From an optimization exercise on the open Yosys and OpenROAD flow, aimed at small area and a short achievable clock period; shortcuts taken in it are not production practice.
Power and IR drop assume default switching activity.

== job 101 ==
==> module fpu_ss_multi_scoreboard, before the edit <==
module fpu_ss_multi_scoreboard #(
    parameter int NB_CORES     = 2,
    parameter int NUM_REGS     = 32,
    parameter int CNT_W        = 2,
    parameter int MAX_INFLIGHT = 8,
    parameter int IN_ORDER_WB  = 1,
    localparam int CORE_W      = (NB_CORES > 1) ? $clog2(NB_CORES) : 1,
    localparam int REG_W       = $clog2(NUM_REGS),
    localparam int INF_W       = $clog2(MAX_INFLIGHT + 1)
) (
    input  logic                clk_i,
    input  logic                rst_ni,
    input  logic                disp_valid_i,
    output logic                disp_ready_o,
    input  logic [CORE_W-1:0]   disp_core_i,
    input  logic [3*REG_W-1:0]  disp_rs_i,
    input  logic [2:0]          disp_rs_use_i,
    input  logic [REG_W-1:0]    disp_rd_i,
    input  logic                disp_rd_fp_i,
    input  logic                fpu_wb_valid_i,
    input  logic [CORE_W-1:0]   fpu_wb_core_i,
    input  logic [REG_W-1:0]    fpu_wb_rd_i,
    input  logic                lsu_wb_valid_i,
    input  logic [CORE_W-1:0]   lsu_wb_core_i,
    input  logic [REG_W-1:0]    lsu_wb_rd_i,
    output logic [5:0]          fwd_sel_o,
    output logic [INF_W-1:0]    inflight_o,
    output logic                err_o
);
    localparam int NS    = MAX_INFLIGHT;
    localparam int TAG_W = CORE_W + REG_W;
    logic [TAG_W-1:0] tag_q [NS];
    logic [CNT_W-1:0] cnt_q [NS];
    logic [INF_W-1:0] inflight_q;
    logic             err_q;
    logic [NS-1:0]    live, one, full, core_m, rd_m, fpu_m, lsu_m;
    logic [2:0]       rs_fh, rs_lh, rs_nz, rs_multi;
    logic [NS-1:0]    alloc, inc_s, fpu_s, lsu_s;
    logic [NS-1:0]    rs_m [3];
    logic [2:0]       raw_haz;
    logic [5:0]       fwd_sel;
    logic             hazard, inc, rd_hit, rd_full, fpu_hit, fpu_multi, lsu_hit;
    logic             same_tgt, fpu_ok, lsu_ok, err_set;
    always_comb begin
        for (int s = 0; s < NS; s++) begin
            live[s]   = (cnt_q[s] != '0);
            one[s]    = (cnt_q[s] == CNT_W'(1));
            full[s]   = (cnt_q[s] == '1);
            core_m[s] = live[s] && (tag_q[s][REG_W +: CORE_W] == disp_core_i);
            rd_m[s]   = core_m[s] && (tag_q[s][REG_W-1:0] == disp_rd_i);
            fpu_m[s]  = fpu_wb_valid_i && live[s] && (tag_q[s] == {fpu_wb_core_i, fpu_wb_rd_i});
            lsu_m[s]  = lsu_wb_valid_i && live[s] && (tag_q[s] == {lsu_wb_core_i, lsu_wb_rd_i});
            for (int i = 0; i < 3; i++)
                rs_m[i][s] = core_m[s] && (tag_q[s][REG_W-1:0] == disp_rs_i[i*REG_W +: REG_W]);
        end
        for (int i = 0; i < 3; i++) begin
            rs_fh[i] = fpu_wb_valid_i && (fpu_wb_core_i == disp_core_i)
                    && (fpu_wb_rd_i == disp_rs_i[i*REG_W +: REG_W]);
            rs_lh[i] = lsu_wb_valid_i && (lsu_wb_core_i == disp_core_i)
                    && (lsu_wb_rd_i == disp_rs_i[i*REG_W +: REG_W]);
            rs_nz[i]    = |rs_m[i];
            rs_multi[i] = |(rs_m[i] & ~one);
            raw_haz[i]       = disp_rs_use_i[i] && (rs_multi[i] || rs_nz[i] && (rs_fh[i] == rs_lh[i]));
            fwd_sel[2*i]     = disp_rs_use_i[i] && rs_nz[i] && !rs_multi[i] && rs_fh[i] && !rs_lh[i];
            fwd_sel[2*i + 1] = disp_rs_use_i[i] && rs_nz[i] && !rs_multi[i] && rs_lh[i] && !rs_fh[i];
        end
    end
    always_comb begin
        rd_full  = |(rd_m & full);
        hazard   = (|raw_haz) || (disp_rd_fp_i && (rd_full || inflight_q[INF_W-1]));
        inc      = disp_valid_i && !hazard && disp_rd_fp_i;
        rd_hit   = |rd_m;
        fpu_hit   = |fpu_m;
        fpu_multi = |(fpu_m & ~one);
        lsu_hit   = |lsu_m;
        same_tgt  = fpu_wb_valid_i && lsu_wb_valid_i
                 && (fpu_wb_core_i == lsu_wb_core_i) && (fpu_wb_rd_i == lsu_wb_rd_i);
        fpu_ok    = fpu_hit;
        lsu_ok    = same_tgt ? fpu_multi : lsu_hit;
        err_set   = (fpu_wb_valid_i && !fpu_ok) || (lsu_wb_valid_i && !lsu_ok);
        for (int s = 0; s < NS; s++) begin
            alloc[s] = !live[s];
            for (int t = 0; t < s; t++)
                if (!live[t]) alloc[s] = 1'b0;
        end
        inc_s = {NS{inc}} & (rd_hit ? rd_m : alloc);
        fpu_s = fpu_m;
        lsu_s = {NS{lsu_ok}} & lsu_m;
    end
    assign disp_ready_o = !hazard;
    assign fwd_sel_o    = fwd_sel;
    assign inflight_o   = inflight_q;
    assign err_o        = err_q;
    always_ff @(posedge clk_i) begin
        for (int s = 0; s < NS; s++)
            if (!live[s])
                tag_q[s] <= {disp_core_i, disp_rd_i};
    end
    always_ff @(posedge clk_i or negedge rst_ni) begin
        if (!rst_ni) begin
            for (int s = 0; s < NS; s++)
                cnt_q[s] <= '0;
            inflight_q <= '0;
            err_q      <= 1'b0;
        end else begin
            for (int s = 0; s < NS; s++)
                cnt_q[s] <= cnt_q[s] + CNT_W'(inc_s[s]) - CNT_W'(fpu_s[s]) - CNT_W'(lsu_s[s]);
            inflight_q <= inflight_q + INF_W'(inc) - INF_W'(fpu_ok) - INF_W'(lsu_ok);
            if (err_set)
                err_q <= 1'b1;
        end
    end
endmodule
clock: 10.0 ns
lec_check: 0
cap_margin: 20
core_margin: 2
core_utilization: 60
cts_buf_list: sky130_fd_sc_hd__clkbuf_8
place_density: 0.75
setup_slack_margin: 3.75
slew_margin: 20
standard.sh (not shown) runs the stock make flow with config.mk's settings and CLKGATE_MAP_FILE= SYNTH_SCRIPT=/design/flow/synth_recipe.tcl, a recipe that flattens the netlist after the stock synthesis.
==> flow/flow/run.sh <==
#!/bin/bash
# The standard layout, with the port buffers made as buf_4 cells instead of the
# resizer's default pick, so the ports do not start out behind slow delay cells.
set -euo pipefail
bash standard.sh "BUFFER_PORTS_ARGS=-buffer_cell sky130_fd_sc_hd__buf_4" ${EXTRA_VARS:-} finish > orfs_finish.log 2>&1
Job 101 has completed all stages; timing, DRC and antenna checks passed.
Changes in job 102 relative to job 101:
--- a/flow/design.v
+++ b/flow/design.v
@@ -30,14 +30,13 @@
     localparam int NS    = MAX_INFLIGHT;
     localparam int TAG_W = CORE_W + REG_W;
     logic [TAG_W-1:0] tag_q [NS];
     logic [CNT_W-1:0] cnt_q [NS];
     logic [INF_W-1:0] inflight_q;
     logic             err_q;
-    logic [NS-1:0]    live, one, full, core_m, rd_m, fpu_m, lsu_m;
-    logic [2:0]       rs_fh, rs_lh, rs_nz, rs_multi;
+    logic [NS-1:0]    live, one, full, core_m, rd_m, fpu_m, lsu_m, fpu_fw, lsu_fw, blk;
     logic [NS-1:0]    alloc, inc_s, fpu_s, lsu_s;
     logic [NS-1:0]    rs_m [3];
     logic [2:0]       raw_haz;
     logic [5:0]       fwd_sel;
     logic             hazard, inc, rd_hit, rd_full, fpu_hit, fpu_multi, lsu_hit;
     logic             same_tgt, fpu_ok, lsu_ok, err_set;
@@ -47,25 +46,23 @@
             one[s]    = (cnt_q[s] == CNT_W'(1));
             full[s]   = (cnt_q[s] == '1);
             core_m[s] = live[s] && (tag_q[s][REG_W +: CORE_W] == disp_core_i);
             rd_m[s]   = core_m[s] && (tag_q[s][REG_W-1:0] == disp_rd_i);
             fpu_m[s]  = fpu_wb_valid_i && live[s] && (tag_q[s] == {fpu_wb_core_i, fpu_wb_rd_i});
             lsu_m[s]  = lsu_wb_valid_i && live[s] && (tag_q[s] == {lsu_wb_core_i, lsu_wb_rd_i});
+            fpu_fw[s] = one[s] && fpu_m[s] && !lsu_m[s];
+            lsu_fw[s] = one[s] && lsu_m[s] && !fpu_m[s];
+            blk[s]    = live[s] && !fpu_fw[s] && !lsu_fw[s];
             for (int i = 0; i < 3; i++)
-                rs_m[i][s] = core_m[s] && (tag_q[s][REG_W-1:0] == disp_rs_i[i*REG_W +: REG_W]);
+                rs_m[i][s] = disp_rs_use_i[i] && core_m[s]
+                          && (tag_q[s][REG_W-1:0] == disp_rs_i[i*REG_W +: REG_W]);
         end
         for (int i = 0; i < 3; i++) begin
-            rs_fh[i] = fpu_wb_valid_i && (fpu_wb_core_i == disp_core_i)
-                    && (fpu_wb_rd_i == disp_rs_i[i*REG_W +: REG_W]);
-            rs_lh[i] = lsu_wb_valid_i && (lsu_wb_core_i == disp_core_i)
-                    && (lsu_wb_rd_i == disp_rs_i[i*REG_W +: REG_W]);
-            rs_nz[i]    = |rs_m[i];
-            rs_multi[i] = |(rs_m[i] & ~one);
-            raw_haz[i]       = disp_rs_use_i[i] && (rs_multi[i] || rs_nz[i] && (rs_fh[i] == rs_lh[i]));
-            fwd_sel[2*i]     = disp_rs_use_i[i] && rs_nz[i] && !rs_multi[i] && rs_fh[i] && !rs_lh[i];
-            fwd_sel[2*i + 1] = disp_rs_use_i[i] && rs_nz[i] && !rs_multi[i] && rs_lh[i] && !rs_fh[i];
+            raw_haz[i]       = |(rs_m[i] & blk);
+            fwd_sel[2*i]     = |(rs_m[i] & fpu_fw);
+            fwd_sel[2*i + 1] = |(rs_m[i] & lsu_fw);
         end
     end
     always_comb begin
         rd_full  = |(rd_m & full);
         hazard   = (|raw_haz) || (disp_rd_fp_i && (rd_full || inflight_q[INF_W-1]));
         inc      = disp_valid_i && !hazard && disp_rd_fp_i;
==> summary.txt <==
Between job 102 and job 101, the first-iteration DRC count is higher for job 101.
Compared with job 101, placer congestion estimate in job 102 increased by a little under 10%.
Changes observed in job 102 relative to job 101: setup slack of the critical path after layout saw a decrease, final net count saw little to no change.
Between job 102 and job 101, the switching part of the total power is lower for job 101.
Job 102 vs. job 101: horizontal extent of the die went down by 1.0 um; clock network fraction of design power -1.4 points; worst ir drop on vdd -about 10%; post-route cell area went up by 2.9%.
On adder-cell share of the synthesized area, job 102 and job 101 are basically level.
No run of this note included a check of the RTL's function; only the layout flow was run.

==> re-timing with driven ports <==
The flow's constraints put no driver on any port. The routed layouts listed below were extracted and timed again, unchanged, in two steps.
Step 1 (the two cells are an assumption about what drives the block):
set clk [get_ports {clk_i}]
set_driving_cell -lib_cell sky130_fd_sc_hd__clkbuf_16 $clk
set_driving_cell -lib_cell sky130_fd_sc_hd__buf_2 [delete_from_list [all_inputs] $clk]
Step 2 adds t to the input delays and takes it off the output delays; t is the mean of the earliest and latest rising clock arrival at the registers after step 1. Input paths then give back, and output paths get back, about the clock's delay inside the block.
Three values: no drivers, after step 1, after step 2; two values: the first two.
run	t (ns)	setup WS [ns]	hold WS [ns]
job 101	0.389	3.777 / 3.756 / 3.756	0.502 / 0.502 / 0.502
job 102	0.413	3.720 / 3.698 / 3.698	0.519 / 0.519 / 0.519
After both steps every run listed still meets setup and hold. The setup slack of job 102, which loses most, moves by -0.022 ns with the drivers and by -0.022 ns with both steps.
